Source: an optimization exercise on an open RTL-to-GDS flow (aim: a short achievable clock period and few clock cycles per item). Production flows keep margins and buffers that such runs may drop. The RTL was checked by simulation tests, not by an equivalence proof against the original design. No activity file was given, so power comes from the tool's default toggle rates.

==> run a: inputs <==
## fme_halfpel_win
module fme_halfpel_win #(
  parameter int PIX_W = 8,
  parameter int REF_W = 16,
  parameter int REF_H = 16
) (
  input  logic                         clk,
  input  logic                         rst,
  input  logic                         start,
  input  logic [$clog2(REF_W)-1:0]     cx,
  input  logic [$clog2(REF_H)-1:0]     cy,
  output logic                         rd_en,
  output logic [$clog2(REF_W*REF_H)-1:0] rd_addr,
  input  logic [PIX_W-1:0]             rd_data,
  output logic                         busy,
  output logic                         done,
  output logic [9*PIX_W-1:0]           half
);
clock: 9.5 ns
lec_check: 0
abc_clock_period_in_ps: 3000
cap_margin: 20
core_margin: 2
core_utilization: 40
slew_margin: 20
synth_hierarchical: 1
standard.sh (not shown) runs the stock make flow with config.mk's settings and CLKGATE_MAP_FILE= SYNTH_SCRIPT=/design/flow/synth_recipe.tcl, a recipe that flattens the netlist after the stock synthesis.
==> flow/flow/run.sh <==
#!/bin/bash
set -uo pipefail
bash standard.sh SETUP_SLACK_MARGIN=6.7 finish > make.log 2>&1
status=$?
tail -40 make.log
exit $status
==> inputs of run b, as changes to run a <==
--- a/flow/design.v
+++ b/flow/design.v
@@ -125,50 +125,66 @@
         if (rd_en_q && last_rd) rd_en_q <= 1'b0;
       end
       a_v <= rd_en_q;
       a_l <= rd_en_q && last_rd;
       m_l <= a_l;
       m_v <= a_v;
     end
   end
-  always_ff @(posedge clk) begin
+  logic [3:0] xq_d, yq_d;
+  logic       px_d, py_d;
+  always_comb begin
+    xq_d = xq;
+    yq_d = yq;
+    px_d = px;
+    py_d = py;
     if (!busy_q) begin
-      X  <= cx;
-      Y  <= cy;
-      xq <= cx;
-      yq <= cy;
-      px <= 1'b0;
-      py <= 1'b0;
+      xq_d = cx;
+      yq_d = cy;
+      px_d = 1'b0;
+      py_d = 1'b0;
     end else if (rd_en_q) begin
       if (!px) begin
         if (xq == ex0) begin
-          xq <= upx ? X - 4'd1 : X + 4'd1;
-          px <= 1'b1;
+          xq_d = upx ? X - 4'd1 : X + 4'd1;
+          px_d = 1'b1;
         end else begin
-          xq <= upx ? xq + 4'd1 : xq - 4'd1;
+          xq_d = upx ? xq + 4'd1 : xq - 4'd1;
         end
       end else if (!row_end) begin
-        xq <= upx ? xq - 4'd1 : xq + 4'd1;
+        xq_d = upx ? xq - 4'd1 : xq + 4'd1;
       end else begin
-        xq <= X;
-        px <= 1'b0;
+        xq_d = X;
+        px_d = 1'b0;
         if (!py) begin
           if (yq == ey0) begin
-            yq <= upy ? Y - 4'd1 : Y + 4'd1;
-            py <= 1'b1;
+            yq_d = upy ? Y - 4'd1 : Y + 4'd1;
+            py_d = 1'b1;
           end else begin
-            yq <= upy ? yq + 4'd1 : yq - 4'd1;
+            yq_d = upy ? yq + 4'd1 : yq - 4'd1;
           end
         end else begin
-          yq <= upy ? yq - 4'd1 : yq + 4'd1;
+          yq_d = upy ? yq - 4'd1 : yq + 4'd1;
         end
       end
     end
   end
+  logic [7:0] ra_q;
+  always_ff @(posedge clk) begin
+    if (!busy_q) begin
+      X <= cx;
+      Y <= cy;
+    end
+    xq   <= xq_d;
+    yq   <= yq_d;
+    px   <= px_d;
+    py   <= py_d;
+    ra_q <= (busy_q ? (rd_en_q && !last_rd) : start) ? {yq_d, xq_d} : '0;
+  end
   logic [6:0] ccls, rcls;    
   always_ff @(posedge clk) begin
     ccls <= axis_cls(X, xq);
     rcls <= axis_cls(Y, yq);
   end
   function automatic logic wneg(input logic [2:0] w);
     wneg = (w == W_M4) || (w == W_M5);
   endfunction
@@ -477,37 +493,41 @@
       hv_c[k] <= m_v ? hv_cn[k] : '0;
       l_s[k]  <= m_v ? l_sn[k]  : ((k < 2) ? ilx[k*HW +: HW] : ily[(k-2)*HW +: HW]);
       l_c[k]  <= m_v ? l_cn[k]  : '0;
     end
   end
   logic [9*PIX_W-1:0] res_c, half_q;
   logic [PIX_W-1:0] r_hv [4], r_l [4];
   for (genvar k = 0; k < 4; k++) begin : g_fin
-    fhp_fin_hv u_fh (.a(hv_s[k]), .b(hv_c[k]), .c(p_hv[k]), .r(r_hv[k]));
-    fhp_fin_l u_fl (.a(l_s[k]), .b(l_c[k]), .r(r_l[k]));
+    fhp_fin_hv u_fh (.a(hv_s[k]), .b(hv_c[k]), .c(p_hv[k]), .en(m_l),
+                     .hold(half_q[PIX_W*(k == 0 ? 0 : k == 1 ? 2 : k == 2 ? 6 : 8) +: PIX_W]),
+                     .r(r_hv[k]));
+    fhp_fin_l u_fl (.a(l_s[k]), .b(l_c[k]), .en(m_l),
+                    .hold(half_q[PIX_W*(k == 0 ? 3 : k == 1 ? 5 : k == 2 ? 1 : 7) +: PIX_W]),
+                    .r(r_l[k]));
   end
   always_comb begin
     res_c = '0;
     res_c[0*PIX_W +: PIX_W] = r_hv[0];
     res_c[1*PIX_W +: PIX_W] = r_l[2];
     res_c[2*PIX_W +: PIX_W] = r_hv[1];
     res_c[3*PIX_W +: PIX_W] = r_l[0];
-    res_c[4*PIX_W +: PIX_W] = pc_q;
+    res_c[4*PIX_W +: PIX_W] = m_l ? pc_q : half_q[4*PIX_W +: PIX_W];
     res_c[5*PIX_W +: PIX_W] = r_l[1];
     res_c[6*PIX_W +: PIX_W] = r_hv[2];
     res_c[7*PIX_W +: PIX_W] = r_l[3];
     res_c[8*PIX_W +: PIX_W] = r_hv[3];
   end
   always_ff @(posedge clk or negedge rst) begin
     if (!rst)     half_q <= '0;
-    else if (m_l) half_q <= res_c;
+    else          half_q <= res_c;
   end
   assign rd_en   = rd_en_q;
-  assign rd_addr = {yq, xq};
+  assign rd_addr = ra_q;
   assign busy    = busy_q;
   assign done    = done_q;
   assign half    = half_q;
 endmodule
 module fhp_mac4 (
   input  logic [20:0] fs, fc,
   input  logic [7:0]  p0, p1, p2, p3,
   input  logic [47:0] sel,
@@ -572,32 +592,36 @@
     {s2, c2} = csa(s1, c1, t1, 1'b0);
     lmac = {s2[HW-1:0], c2[HW-1:0]};
   endfunction
   assign {os, oc} = lmac(fs, fc, p0, p1, sel);
 endmodule
 module fhp_fin_hv (
   input  logic [20:0] a, b,
   input  logic [7:0]  c,
+  input  logic        en,
+  input  logic [7:0]  hold,
   output logic [7:0]  r
 );
   logic [20:0] u, m, v;
   assign u = a ^ b ^ {13'b0, c};
   assign m = (a & b) | (a & {13'b0, c}) | (b & {13'b0, c});
   assign v = {m[19:0], 1'b0};
   logic [20:0] sum;
   assign sum = u + v;
-  assign r = sum[20] ? 8'd0 : (sum[19] | sum[18]) ? 8'd255 : sum[17:10];
+  assign r = !en ? hold : sum[20] ? 8'd0 : (sum[19] | sum[18]) ? 8'd255 : sum[17:10];
 endmodule
 module fhp_fin_l (
   input  logic [14:0] a, b,
+  input  logic        en,
+  input  logic [7:0]  hold,
   output logic [7:0]  r
 );
   localparam int PIX_W = 8, HVW = 21, HW = 15;
   function automatic logic [PIX_W-1:0] fin_l(input logic [HW-1:0] a, b);
     logic [HW-1:0] v;
     v = a + b;
     if (v[HW-1])      fin_l = '0;
     else if (v[HW-2]) fin_l = '1;
     else              fin_l = v[12:5];
   endfunction
-  assign r = fin_l(a, b);
+  assign r = en ? fin_l(a, b) : hold;
 endmodule
==> flow/config.mk (replaced) <==
export PLATFORM = sky130hd
export DESIGN_NAME = fme_halfpel_win
export DESIGN_NICKNAME = fme_halfpel_win
export VERILOG_FILES = /design/flow/design.v
export SDC_FILE = /design/flow/constraint.sdc
export NUM_CORES = 4
export LEC_CHECK = 0
export ABC_CLOCK_PERIOD_IN_PS = 3000
export CAP_MARGIN = 20
export CORE_MARGIN = 2
export CORE_UTILIZATION = 55
export SLEW_MARGIN = 20
export SYNTH_HIERARCHICAL = 1
==> impl_metrics.toml <==
[run_status]
status = "complete, no violations"

[sta]
fmax_ghz = 0.305

[pwr]
seq-power_uw = 3330

[global_route]
groute.layer.met1.usage_pct = 36.2
use_met2_pct = 41.2

[floorplanning]
rows = 134
die_width_um = 371
start_util_pct = 40.3

[finish]
drive_gt1_share_pct = 24.3

[place]
hpwl_um = 121000

[route]
drt-wirelength-per-cell_um = 23.9

[worst_setup_path]
setup.worst_path.end = "hv_s[1][13]"
the above is filed under run a

==> impl_metrics.toml <==
[run_status]
status = "complete, no violations"

[floorplanning]
rows = 113
die_width_um = 315

[clock_tree]
post_cts_resized = 943
htreeDepth = 3

[route]
drt-wirelength-per-cell_um = 26.2

[finish]
drive_gt1_share_pct = 25.4

[pwr]
seq-power_uw = 3640
power_clock_uw = 3340

[global_route]
use_met2_pct = 54.8
groute.layer.met1.usage_pct = 53.0
grt_pass1_vias = 46000

[place]
hpwl_um = 121000

[worst_setup_path]
setup.worst_path.end = "hv_s[2][13]"
the above is filed under run b

Testbench counts of run a, summed over its fixed seeds: cycles 16,127, items 384.
Testbench counts of run b, summed over its fixed seeds: cycles 16,127, items 384.

---

==> v15 <==
==> flow/design.v <==
module fme_halfpel_win #(
  parameter int PIX_W = 8,
  parameter int REF_W = 16,
  parameter int REF_H = 16
) (
  input  logic                         clk,
  input  logic                         rst,
  input  logic                         start,
  input  logic [$clog2(REF_W)-1:0]     cx,
  input  logic [$clog2(REF_H)-1:0]     cy,
  output logic                         rd_en,
  output logic [$clog2(REF_W*REF_H)-1:0] rd_addr,
  input  logic [PIX_W-1:0]             rd_data,
  output logic                         busy,
  output logic                         done,
  output logic [9*PIX_W-1:0]           half
);
  localparam int HVW = 21;    
  localparam int HW  = 15;    
  localparam int SHW = 11;    
  localparam logic [2:0] W_0 = 3'd0, W_P1 = 3'd1, W_M4 = 3'd2, W_M5 = 3'd3,
                         W_16 = 3'd4, W_20 = 3'd5, W_36 = 3'd6;
  function automatic logic [6:0] axis_cls(input logic [3:0] c, input logic [3:0] p);
    logic [2:0] w0, w1;
    logic [4:0] d;
    w0 = W_0;
    w1 = W_0;
    if (c < 4'd3 && p == 4'd0) begin
      case (c)
        4'd0:    begin w0 = W_36; w1 = W_16; end
        4'd1:    begin w0 = W_16; w1 = W_M4; end
        default: begin w0 = W_M4; w1 = W_P1; end
      endcase
    end else if (c > 4'd12 && p == 4'd15) begin
      case (c)
        4'd15:   begin w0 = W_16; w1 = W_36; end
        4'd14:   begin w0 = W_M4; w1 = W_16; end
        default: begin w0 = W_P1; w1 = W_M4; end
      endcase
    end else begin
      d = {1'b0, p} - {1'b0, c} + 5'd3;
      case (d)
        5'd0: begin w0 = W_P1; w1 = W_0;  end
        5'd1: begin w0 = W_M5; w1 = W_P1; end
        5'd2: begin w0 = W_20; w1 = W_M5; end
        5'd3: begin w0 = W_20; w1 = W_20; end
        5'd4: begin w0 = W_M5; w1 = W_20; end
        5'd5: begin w0 = W_P1; w1 = W_M5; end
        5'd6: begin w0 = W_0;  w1 = W_P1; end
        default: begin w0 = W_0; w1 = W_0; end
      endcase
    end
    axis_cls = {w0, w1, (p == c)};
  endfunction
  function automatic logic [9:0] wterms(input logic [2:0] w);
    case (w)
      W_P1:    wterms = {1'b1, 1'b0, 3'd0, 1'b0, 1'b0, 3'd0};
      W_M4:    wterms = {1'b1, 1'b1, 3'd2, 1'b0, 1'b0, 3'd0};
      W_M5:    wterms = {1'b1, 1'b1, 3'd2, 1'b1, 1'b1, 3'd0};
      W_16:    wterms = {1'b1, 1'b0, 3'd4, 1'b0, 1'b0, 3'd0};
      W_20:    wterms = {1'b1, 1'b0, 3'd4, 1'b1, 1'b0, 3'd2};
      W_36:    wterms = {1'b1, 1'b0, 3'd5, 1'b1, 1'b0, 3'd2};
      default: wterms = '0;
    endcase
  endfunction
  function automatic logic [SHW:0] tsel(input logic en, input logic neg, input logic [3:0] sh);
    logic [SHW-1:0] oh;
    oh = '0;
    for (int s = 0; s < SHW; s++)
      if (en && sh == 4'(s)) oh[s] = 1'b1;
    tsel = {en & neg, oh};
  endfunction
  function automatic logic [4*(SHW+1)-1:0] prod_sel(input logic [2:0] a, input logic [2:0] b);
    logic [9:0] ta, tb;
    ta = wterms(a);
    tb = wterms(b);
    prod_sel = {tsel(ta[9] & tb[9], ta[8] ^ tb[8], {1'b0, ta[7:5]} + {1'b0, tb[7:5]}),
                tsel(ta[9] & tb[4], ta[8] ^ tb[3], {1'b0, ta[7:5]} + {1'b0, tb[2:0]}),
                tsel(ta[4] & tb[9], ta[3] ^ tb[8], {1'b0, ta[2:0]} + {1'b0, tb[7:5]}),
                tsel(ta[4] & tb[4], ta[3] ^ tb[3], {1'b0, ta[2:0]} + {1'b0, tb[2:0]})};
  endfunction
  function automatic logic [2*(SHW+1)-1:0] lin_sel(input logic en, input logic [2:0] a);
    logic [9:0] ta;
    ta = wterms(a);
    lin_sel = {tsel(en & ta[9], ta[8], {1'b0, ta[7:5]}),
               tsel(en & ta[4], ta[3], {1'b0, ta[2:0]})};
  endfunction
  logic              busy_q, rd_en_q, done_q;
  logic [3:0]        X, Y;       
  logic [3:0]        xq, yq;     
  logic [3:0]        xlo, xhi, ylo, yhi, x_n, y_n;
  logic              row_end, last_rd;
  logic              a_v, a_l, m_v, m_l, f_l;
  assign xlo = (X < 4'd3)  ? 4'd0  : X - 4'd3;
  assign xhi = (X > 4'd12) ? 4'd15 : X + 4'd3;
  assign ylo = (Y < 4'd3)  ? 4'd0  : Y - 4'd3;
  assign yhi = (Y > 4'd12) ? 4'd15 : Y + 4'd3;
  assign x_n = (xq == xhi) ? xlo : xq + 4'd1;
  assign y_n = (yq == yhi) ? ylo : yq + 4'd1;
  assign row_end = (x_n == X);
  assign last_rd = row_end && (y_n == Y);
  always_ff @(posedge clk or negedge rst) begin
    if (!rst) begin
      busy_q  <= 1'b0;
      rd_en_q <= 1'b0;
      done_q  <= 1'b0;
      a_v     <= 1'b0;
      a_l     <= 1'b0;
      m_v     <= 1'b0;
      m_l     <= 1'b0;
      f_l     <= 1'b0;
    end else begin
      done_q <= f_l;
      if (!busy_q) begin
        busy_q  <= start;
        rd_en_q <= start;
      end else begin
        if (f_l) busy_q <= 1'b0;
        if (rd_en_q && last_rd) rd_en_q <= 1'b0;
      end
      a_v <= rd_en_q;
      a_l <= rd_en_q && last_rd;
      m_v <= a_v;
      m_l <= a_l;
      f_l <= m_l;
    end
  end
  always_ff @(posedge clk) begin
    if (!busy_q) begin
      X  <= cx;
      Y  <= cy;
      xq <= cx;
      yq <= cy;
    end else if (rd_en_q) begin
      if (row_end) begin
        xq <= X;
        yq <= y_n;
      end else begin
        xq <= x_n;
      end
    end
  end
  logic [6:0] ccls, rcls;    
  always_ff @(posedge clk) begin
    ccls <= axis_cls(X, xq);
    rcls <= axis_cls(Y, yq);
  end
  logic [4*(SHW+1)-1:0] s_hv00, s_hv10, s_hv01, s_hv11;
  logic [2*(SHW+1)-1:0] s_h0, s_h1, s_v0, s_v1;
  logic                 s_p;
  logic [PIX_W-1:0]     pq;
  always_ff @(posedge clk) begin
    pq     <= rd_data;
    s_hv00 <= prod_sel(ccls[6:4], rcls[6:4]);
    s_hv10 <= prod_sel(ccls[3:1], rcls[6:4]);
    s_hv01 <= prod_sel(ccls[6:4], rcls[3:1]);
    s_hv11 <= prod_sel(ccls[3:1], rcls[3:1]);
    s_h0   <= lin_sel(rcls[0], ccls[6:4]);
    s_h1   <= lin_sel(rcls[0], ccls[3:1]);
    s_v0   <= lin_sel(ccls[0], rcls[6:4]);
    s_v1   <= lin_sel(ccls[0], rcls[3:1]);
    s_p    <= ccls[0] & rcls[0];
  end
  function automatic logic [HVW-1:0] term(input logic [PIX_W-1:0] p, input logic [SHW:0] sel);
    logic [HVW-1:0] t;
    t = '0;
    for (int s = 0; s < SHW; s++)
      if (sel[s]) t = t | (HVW'(p) << s);
    term = t ^ {HVW{sel[SHW]}};
  endfunction
  function automatic logic [2*HVW-1:0] csa(input logic [HVW-1:0] a, b, c, input logic cin);
    logic [HVW-1:0] s, m;
    s = a ^ b ^ c;
    m = (a & b) | (a & c) | (b & c);
    csa = {s, m[HVW-2:0], cin};
  endfunction
  function automatic logic [2*HVW-1:0] mac4(input logic [HVW-1:0] fs, fc,
                                            input logic [PIX_W-1:0] p,
                                            input logic [4*(SHW+1)-1:0] sel);
    logic [HVW-1:0] t0, t1, t2, t3, s1, c1, s2, c2, s3, c3;
    t0 = term(p, sel[0*(SHW+1) +: SHW+1]);
    t1 = term(p, sel[1*(SHW+1) +: SHW+1]);
    t2 = term(p, sel[2*(SHW+1) +: SHW+1]);
    t3 = term(p, sel[3*(SHW+1) +: SHW+1]);
    {s1, c1} = csa(fs, fc, t0, sel[0*(SHW+1) + SHW]);
    {s2, c2} = csa(t1, t2, t3, sel[1*(SHW+1) + SHW]);
    {s3, c3} = csa(s1, c1, s2, sel[2*(SHW+1) + SHW]);
    mac4     = csa(s3, c3, c2, sel[3*(SHW+1) + SHW]);
  endfunction
  function automatic logic [2*HVW-1:0] mac2(input logic [HVW-1:0] fs, fc,
                                            input logic [PIX_W-1:0] p,
                                            input logic [2*(SHW+1)-1:0] sel);
    logic [HVW-1:0] t0, t1, s1, c1;
    t0 = term(p, sel[0*(SHW+1) +: SHW+1]);
    t1 = term(p, sel[1*(SHW+1) +: SHW+1]);
    {s1, c1} = csa(fs, fc, t0, sel[0*(SHW+1) + SHW]);
    mac2     = csa(s1, c1, t1, sel[1*(SHW+1) + SHW]);
  endfunction
  function automatic logic [2*HW-1:0] lmac(input logic [HW-1:0] fs, fc,
                                           input logic [PIX_W-1:0] p,
                                           input logic [2*(SHW+1)-1:0] sel);
    logic [2*HVW-1:0] r;
    r = mac2(HVW'(fs), HVW'(fc), p, sel);
    lmac = {r[HVW +: HW], r[0 +: HW]};
  endfunction
  logic [HVW-1:0] hv_s [4], hv_c [4];
  logic [HW-1:0]  l_s [4],  l_c [4];    
  logic [PIX_W-1:0] pc_q;
  always_ff @(posedge clk) begin
    if (m_v) begin
      {hv_s[0], hv_c[0]} <= mac4(hv_s[0], hv_c[0], pq, s_hv00);
      {hv_s[1], hv_c[1]} <= mac4(hv_s[1], hv_c[1], pq, s_hv10);
      {hv_s[2], hv_c[2]} <= mac4(hv_s[2], hv_c[2], pq, s_hv01);
      {hv_s[3], hv_c[3]} <= mac4(hv_s[3], hv_c[3], pq, s_hv11);
      {l_s[0], l_c[0]} <= lmac(l_s[0], l_c[0], pq, s_h0);
      {l_s[1], l_c[1]} <= lmac(l_s[1], l_c[1], pq, s_h1);
      {l_s[2], l_c[2]} <= lmac(l_s[2], l_c[2], pq, s_v0);
      {l_s[3], l_c[3]} <= lmac(l_s[3], l_c[3], pq, s_v1);
      if (s_p) pc_q <= pq;
    end else begin
      for (int i = 0; i < 4; i++) begin
        hv_s[i] <= HVW'(512);
        hv_c[i] <= '0;
        l_s[i]  <= HW'(16);
        l_c[i]  <= '0;
      end
    end
  end
  function automatic logic [PIX_W-1:0] clip_hv(input logic [HVW-1:0] v);
    if (v[HVW-1])            clip_hv = '0;
    else if (|v[HVW-2:18])   clip_hv = '1;
    else                     clip_hv = v[17:10];
  endfunction
  function automatic logic [PIX_W-1:0] clip_l(input logic [HW-1:0] v);
    if (v[HW-1])             clip_l = '0;
    else if (v[HW-2])        clip_l = '1;
    else                     clip_l = v[12:5];
  endfunction
  logic [9*PIX_W-1:0] res_c, half_q;
  always_comb begin
    res_c = '0;
    res_c[0*PIX_W +: PIX_W] = clip_hv(hv_s[0] + hv_c[0]);
    res_c[1*PIX_W +: PIX_W] = clip_l(l_s[2] + l_c[2]);
    res_c[2*PIX_W +: PIX_W] = clip_hv(hv_s[1] + hv_c[1]);
    res_c[3*PIX_W +: PIX_W] = clip_l(l_s[0] + l_c[0]);
    res_c[4*PIX_W +: PIX_W] = pc_q;
    res_c[5*PIX_W +: PIX_W] = clip_l(l_s[1] + l_c[1]);
    res_c[6*PIX_W +: PIX_W] = clip_hv(hv_s[2] + hv_c[2]);
    res_c[7*PIX_W +: PIX_W] = clip_l(l_s[3] + l_c[3]);
    res_c[8*PIX_W +: PIX_W] = clip_hv(hv_s[3] + hv_c[3]);
  end
  always_ff @(posedge clk or negedge rst) begin
    if (!rst)     half_q <= '0;
    else if (f_l) half_q <= res_c;
  end
  assign rd_en   = rd_en_q;
  assign rd_addr = {yq, xq};
  assign busy    = busy_q;
  assign done    = done_q;
  assign half    = half_q;
endmodule
==> flow/run.sh <==
#!/bin/bash
# synth_recipe.tcl (not shown) runs the flow's synth.tcl, then flattens the netlist and writes it again
# the make line also repeats each setting of config.mk as NAME=value (left out here)
make -C /OpenROAD-flow-scripts/flow DESIGN_CONFIG=/design/flow/config.mk WORK_HOME=/design/flow/orfs CLKGATE_MAP_FILE= SYNTH_SCRIPT=/design/flow/synth_recipe.tcl finish
==> flow/config.mk <==
export PLATFORM = sky130hd
export DESIGN_NAME = fme_halfpel_win
export DESIGN_NICKNAME = fme_halfpel_win
export VERILOG_FILES = /design/flow/design.v
export SDC_FILE = /design/flow/constraint.sdc
export NUM_CORES = 4
export LEC_CHECK = 0
export CAP_MARGIN = 20
export CORE_MARGIN = 2
export CORE_UTILIZATION = 40
export SLEW_MARGIN = 20
==> flow/constraint.sdc <==
create_clock -name core_clock -period 9.5 [get_ports {clk}]
set_input_delay 1.9000 -clock core_clock [delete_from_list [all_inputs] [get_ports {clk}]]
set_output_delay 1.9000 -clock core_clock [all_outputs]
set_load 0.01 [all_outputs]
==> v12 (differences from v15) <==
--- a/flow/design.v
+++ b/flow/design.v
@@ -88,17 +88,24 @@
   logic              busy_q, rd_en_q, done_q;
   logic [3:0]        X, Y;       
   logic [3:0]        xq, yq;     
-  logic [3:0]        xlo, xhi, ylo, yhi, x_n, y_n;
+  logic              px, py;     
+  logic [3:0]        xlo, xhi, ylo, yhi;
+  logic              upx, upy;   
+  logic [3:0]        ex0, ex1, ey0, ey1;
   logic              row_end, last_rd;
-  logic              a_v, a_l, m_v, m_l, f_l;
+  logic              a_v, a_l, m_v, m_l;
   assign xlo = (X < 4'd3)  ? 4'd0  : X - 4'd3;
   assign xhi = (X > 4'd12) ? 4'd15 : X + 4'd3;
   assign ylo = (Y < 4'd3)  ? 4'd0  : Y - 4'd3;
   assign yhi = (Y > 4'd12) ? 4'd15 : Y + 4'd3;
-  assign x_n = (xq == xhi) ? xlo : xq + 4'd1;
-  assign y_n = (yq == yhi) ? ylo : yq + 4'd1;
-  assign row_end = (x_n == X);
-  assign last_rd = row_end && (y_n == Y);
+  assign upx = (X >= 4'd3);
+  assign upy = (Y >= 4'd3);
+  assign ex0 = upx ? xhi : xlo;
+  assign ex1 = upx ? xlo : xhi;
+  assign ey0 = upy ? yhi : ylo;
+  assign ey1 = upy ? ylo : yhi;
+  assign row_end = px && (xq == ex1);
+  assign last_rd = row_end && py && (yq == ey1);
   always_ff @(posedge clk or negedge rst) begin
     if (!rst) begin
       busy_q  <= 1'b0;
@@ -108,21 +115,19 @@
       a_l     <= 1'b0;
       m_v     <= 1'b0;
       m_l     <= 1'b0;
-      f_l     <= 1'b0;
     end else begin
-      done_q <= f_l;
+      done_q <= m_l;
       if (!busy_q) begin
         busy_q  <= start;
         rd_en_q <= start;
       end else begin
-        if (f_l) busy_q <= 1'b0;
+        if (m_l) busy_q <= 1'b0;
         if (rd_en_q && last_rd) rd_en_q <= 1'b0;
       end
       a_v <= rd_en_q;
       a_l <= rd_en_q && last_rd;
       m_v <= a_v;
       m_l <= a_l;
-      f_l <= m_l;
     end
   end
   always_ff @(posedge clk) begin
@@ -131,12 +136,31 @@
       Y  <= cy;
       xq <= cx;
       yq <= cy;
+      px <= 1'b0;
+      py <= 1'b0;
     end else if (rd_en_q) begin
-      if (row_end) begin
+      if (!px) begin
+        if (xq == ex0) begin
+          xq <= upx ? X - 4'd1 : X + 4'd1;
+          px <= 1'b1;
+        end else begin
+          xq <= upx ? xq + 4'd1 : xq - 4'd1;
+        end
+      end else if (!row_end) begin
+        xq <= upx ? xq - 4'd1 : xq + 4'd1;
+      end else begin
         xq <= X;
-        yq <= y_n;
-      end else begin
-        xq <= x_n;
+        px <= 1'b0;
+        if (!py) begin
+          if (yq == ey0) begin
+            yq <= upy ? Y - 4'd1 : Y + 4'd1;
+            py <= 1'b1;
+          end else begin
+            yq <= upy ? yq + 4'd1 : yq - 4'd1;
+          end
+        end else begin
+          yq <= upy ? yq - 4'd1 : yq + 4'd1;
+        end
       end
     end
   end
@@ -147,10 +171,24 @@
   end
   logic [4*(SHW+1)-1:0] s_hv00, s_hv10, s_hv01, s_hv11;
   logic [2*(SHW+1)-1:0] s_h0, s_h1, s_v0, s_v1;
-  logic                 s_p;
-  logic [PIX_W-1:0]     pq;
-  always_ff @(posedge clk) begin
-    pq     <= rd_data;
+  logic [PIX_W-1:0]     p_hv [4];    
+  logic [PIX_W-1:0]     p_l  [4];    
+  logic [PIX_W-1:0]     pc_q;
+  logic                 nzc0, nzc1, nzr0, nzr1;
+  assign nzc0 = (ccls[6:4] != W_0);
+  assign nzc1 = (ccls[3:1] != W_0);
+  assign nzr0 = (rcls[6:4] != W_0);
+  assign nzr1 = (rcls[3:1] != W_0);
+  always_ff @(posedge clk) begin
+    p_hv[0] <= (nzc0 && nzr0) ? rd_data : '0;
+    p_hv[1] <= (nzc1 && nzr0) ? rd_data : '0;
+    p_hv[2] <= (nzc0 && nzr1) ? rd_data : '0;
+    p_hv[3] <= (nzc1 && nzr1) ? rd_data : '0;
+    p_l[0]  <= (rcls[0] && nzc0) ? rd_data : '0;
+    p_l[1]  <= (rcls[0] && nzc1) ? rd_data : '0;
+    p_l[2]  <= (ccls[0] && nzr0) ? rd_data : '0;
+    p_l[3]  <= (ccls[0] && nzr1) ? rd_data : '0;
+    if (a_v && ccls[0] && rcls[0]) pc_q <= rd_data;
     s_hv00 <= prod_sel(ccls[6:4], rcls[6:4]);
     s_hv10 <= prod_sel(ccls[3:1], rcls[6:4]);
     s_hv01 <= prod_sel(ccls[6:4], rcls[3:1]);
@@ -159,7 +197,6 @@
     s_h1   <= lin_sel(rcls[0], ccls[3:1]);
     s_v0   <= lin_sel(ccls[0], rcls[6:4]);
     s_v1   <= lin_sel(ccls[0], rcls[3:1]);
-    s_p    <= ccls[0] & rcls[0];
   end
   function automatic logic [HVW-1:0] term(input logic [PIX_W-1:0] p, input logic [SHW:0] sel);
     logic [HVW-1:0] t;
@@ -205,18 +242,16 @@
   endfunction
   logic [HVW-1:0] hv_s [4], hv_c [4];
   logic [HW-1:0]  l_s [4],  l_c [4];    
-  logic [PIX_W-1:0] pc_q;
   always_ff @(posedge clk) begin
     if (m_v) begin
-      {hv_s[0], hv_c[0]} <= mac4(hv_s[0], hv_c[0], pq, s_hv00);
-      {hv_s[1], hv_c[1]} <= mac4(hv_s[1], hv_c[1], pq, s_hv10);
-      {hv_s[2], hv_c[2]} <= mac4(hv_s[2], hv_c[2], pq, s_hv01);
-      {hv_s[3], hv_c[3]} <= mac4(hv_s[3], hv_c[3], pq, s_hv11);
-      {l_s[0], l_c[0]} <= lmac(l_s[0], l_c[0], pq, s_h0);
-      {l_s[1], l_c[1]} <= lmac(l_s[1], l_c[1], pq, s_h1);
-      {l_s[2], l_c[2]} <= lmac(l_s[2], l_c[2], pq, s_v0);
-      {l_s[3], l_c[3]} <= lmac(l_s[3], l_c[3], pq, s_v1);
-      if (s_p) pc_q <= pq;
+      {hv_s[0], hv_c[0]} <= mac4(hv_s[0], hv_c[0], p_hv[0], s_hv00);
+      {hv_s[1], hv_c[1]} <= mac4(hv_s[1], hv_c[1], p_hv[1], s_hv10);
+      {hv_s[2], hv_c[2]} <= mac4(hv_s[2], hv_c[2], p_hv[2], s_hv01);
+      {hv_s[3], hv_c[3]} <= mac4(hv_s[3], hv_c[3], p_hv[3], s_hv11);
+      {l_s[0], l_c[0]} <= lmac(l_s[0], l_c[0], p_l[0], s_h0);
+      {l_s[1], l_c[1]} <= lmac(l_s[1], l_c[1], p_l[1], s_h1);
+      {l_s[2], l_c[2]} <= lmac(l_s[2], l_c[2], p_l[2], s_v0);
+      {l_s[3], l_c[3]} <= lmac(l_s[3], l_c[3], p_l[3], s_v1);
     end else begin
       for (int i = 0; i < 4; i++) begin
         hv_s[i] <= HVW'(512);
@@ -239,19 +274,19 @@
   logic [9*PIX_W-1:0] res_c, half_q;
   always_comb begin
     res_c = '0;
-    res_c[0*PIX_W +: PIX_W] = clip_hv(hv_s[0] + hv_c[0]);
+    res_c[0*PIX_W +: PIX_W] = clip_hv(hv_s[0] + hv_c[0] + HVW'(p_hv[0]));
     res_c[1*PIX_W +: PIX_W] = clip_l(l_s[2] + l_c[2]);
-    res_c[2*PIX_W +: PIX_W] = clip_hv(hv_s[1] + hv_c[1]);
+    res_c[2*PIX_W +: PIX_W] = clip_hv(hv_s[1] + hv_c[1] + HVW'(p_hv[1]));
     res_c[3*PIX_W +: PIX_W] = clip_l(l_s[0] + l_c[0]);
     res_c[4*PIX_W +: PIX_W] = pc_q;
     res_c[5*PIX_W +: PIX_W] = clip_l(l_s[1] + l_c[1]);
-    res_c[6*PIX_W +: PIX_W] = clip_hv(hv_s[2] + hv_c[2]);
+    res_c[6*PIX_W +: PIX_W] = clip_hv(hv_s[2] + hv_c[2] + HVW'(p_hv[2]));
     res_c[7*PIX_W +: PIX_W] = clip_l(l_s[3] + l_c[3]);
-    res_c[8*PIX_W +: PIX_W] = clip_hv(hv_s[3] + hv_c[3]);
+    res_c[8*PIX_W +: PIX_W] = clip_hv(hv_s[3] + hv_c[3] + HVW'(p_hv[3]));
   end
   always_ff @(posedge clk or negedge rst) begin
     if (!rst)     half_q <= '0;
-    else if (f_l) half_q <= res_c;
+    else if (m_l) half_q <= res_c;
   end
   assign rd_en   = rd_en_q;
   assign rd_addr = {yq, xq};
==> flow/flow/run.sh (new file) <==
#!/bin/bash
set -uo pipefail
bash standard.sh SETUP_SLACK_MARGIN=6.3 finish > make.log 2>&1
status=$?
tail -40 make.log
exit $status
==> flow/standard.sh (new file) <==
#!/bin/bash
# synth_recipe.tcl (not shown) runs the flow's synth.tcl, then flattens the netlist and writes it again
# the make line also repeats each setting of config.mk as NAME=value (left out here)
make -C /OpenROAD-flow-scripts/flow DESIGN_CONFIG=/design/flow/config.mk WORK_HOME=/design/flow/orfs CLKGATE_MAP_FILE= SYNTH_SCRIPT=/design/flow/synth_recipe.tcl "${@:-finish}"
ABC_CLOCK_PERIOD_IN_PS = 3000   (was not set)
removed: flow/run.sh
==> qor summary <==
item	v15	v12
Worst Setup SP	pq[5]$_DFF_P_	p_hv[2][7]$_SDFF_PN0_
Insertion delay to the later sink of the worst-skew pair	0.66 ns	0.69 ns
Met2 Routed Length	56100 um	60400 um
Switching share of total power	35.6%	31.5%
Register cell area after layout	13200 um2	14400 um2
Clock Power	3.07 mW	3.24 mW
Count of clock-net buffers in the final layout	110	114
Sequential share of cell area	26.0%	25.3%
Status	complete, no violations	complete, no violations
Min cycle time layout	4.54 ns	3.28 ns
Reg-to-Reg End	hv_s[2][5]$_SDFF_PN0_	half_q[53]$_DFFE_PN0P_
Relative area of clock buffers and inverters in the final design	5.18%	4.94%
Switch Pwr	3.49 mW	2.59 mW
Reg-to-reg slack, setup	4.96 ns	6.22 ns
Total vias in the final route	35100	38200
Post-synthesis async set-or-reset flop share	12.8%	11.6%
Final Non-Filler Cells	6331	6890
Library cell with the highest instance count after synthesis	inv_1	dfxtp_1
Critical Path Stages	10	12
Router iterations before antenna repair	7	12
Post-place setup slack	5.03 ns	5.48 ns
Number of synthesized register bits	627	683
Testbench counts of v15, summed over its fixed seeds: cycles 16,511, items 384.
Testbench counts of v12, summed over its fixed seeds: cycles 16,127, items 384.

==> separate check: timing with driven ports <==
In the flow no input, the clock included, has a driving cell. The finished layouts below were timed again as built, in two steps.
Step 1 sets driving cells, clkbuf_16 on the clock port and buf_2 on the other inputs (assumed; they add their load-dependent delay and slew).
Step 2, shift: input delay + t, output delay - t, t = (earliest + latest rising clock arrival at the registers) / 2. This alone moves slack from input paths to output paths.
Three values: ideal, step 1, step 2; two values: the first two.
run	shift t [ns]	slack for setup (ns)	worst hold slack (ns)	slew at the worst register clock pin (ns)	worst slew at a driven data input, ns
run a	0.772	6.225 / 6.155 / 5.948	0.351 / 0.351 / 0.351	0.07 / 0.07	0.07
run b	0.734	6.297 / 6.253 / 6.058	0.357 / 0.357 / 0.357	0.07 / 0.07	0.04
v15	0.726	4.958 / 4.958 / 4.958	0.347 / 0.347 / 0.347	0.06 / 0.06	0.04
v12	0.746	6.218 / 6.218 / 6.091	0.374 / 0.374 / 0.374	0.06 / 0.06	0.04
After both steps setup and hold are still met in every run listed. The setup slack of run a, which loses most, moves by -0.070 ns with the drivers and by -0.277 ns with both steps.
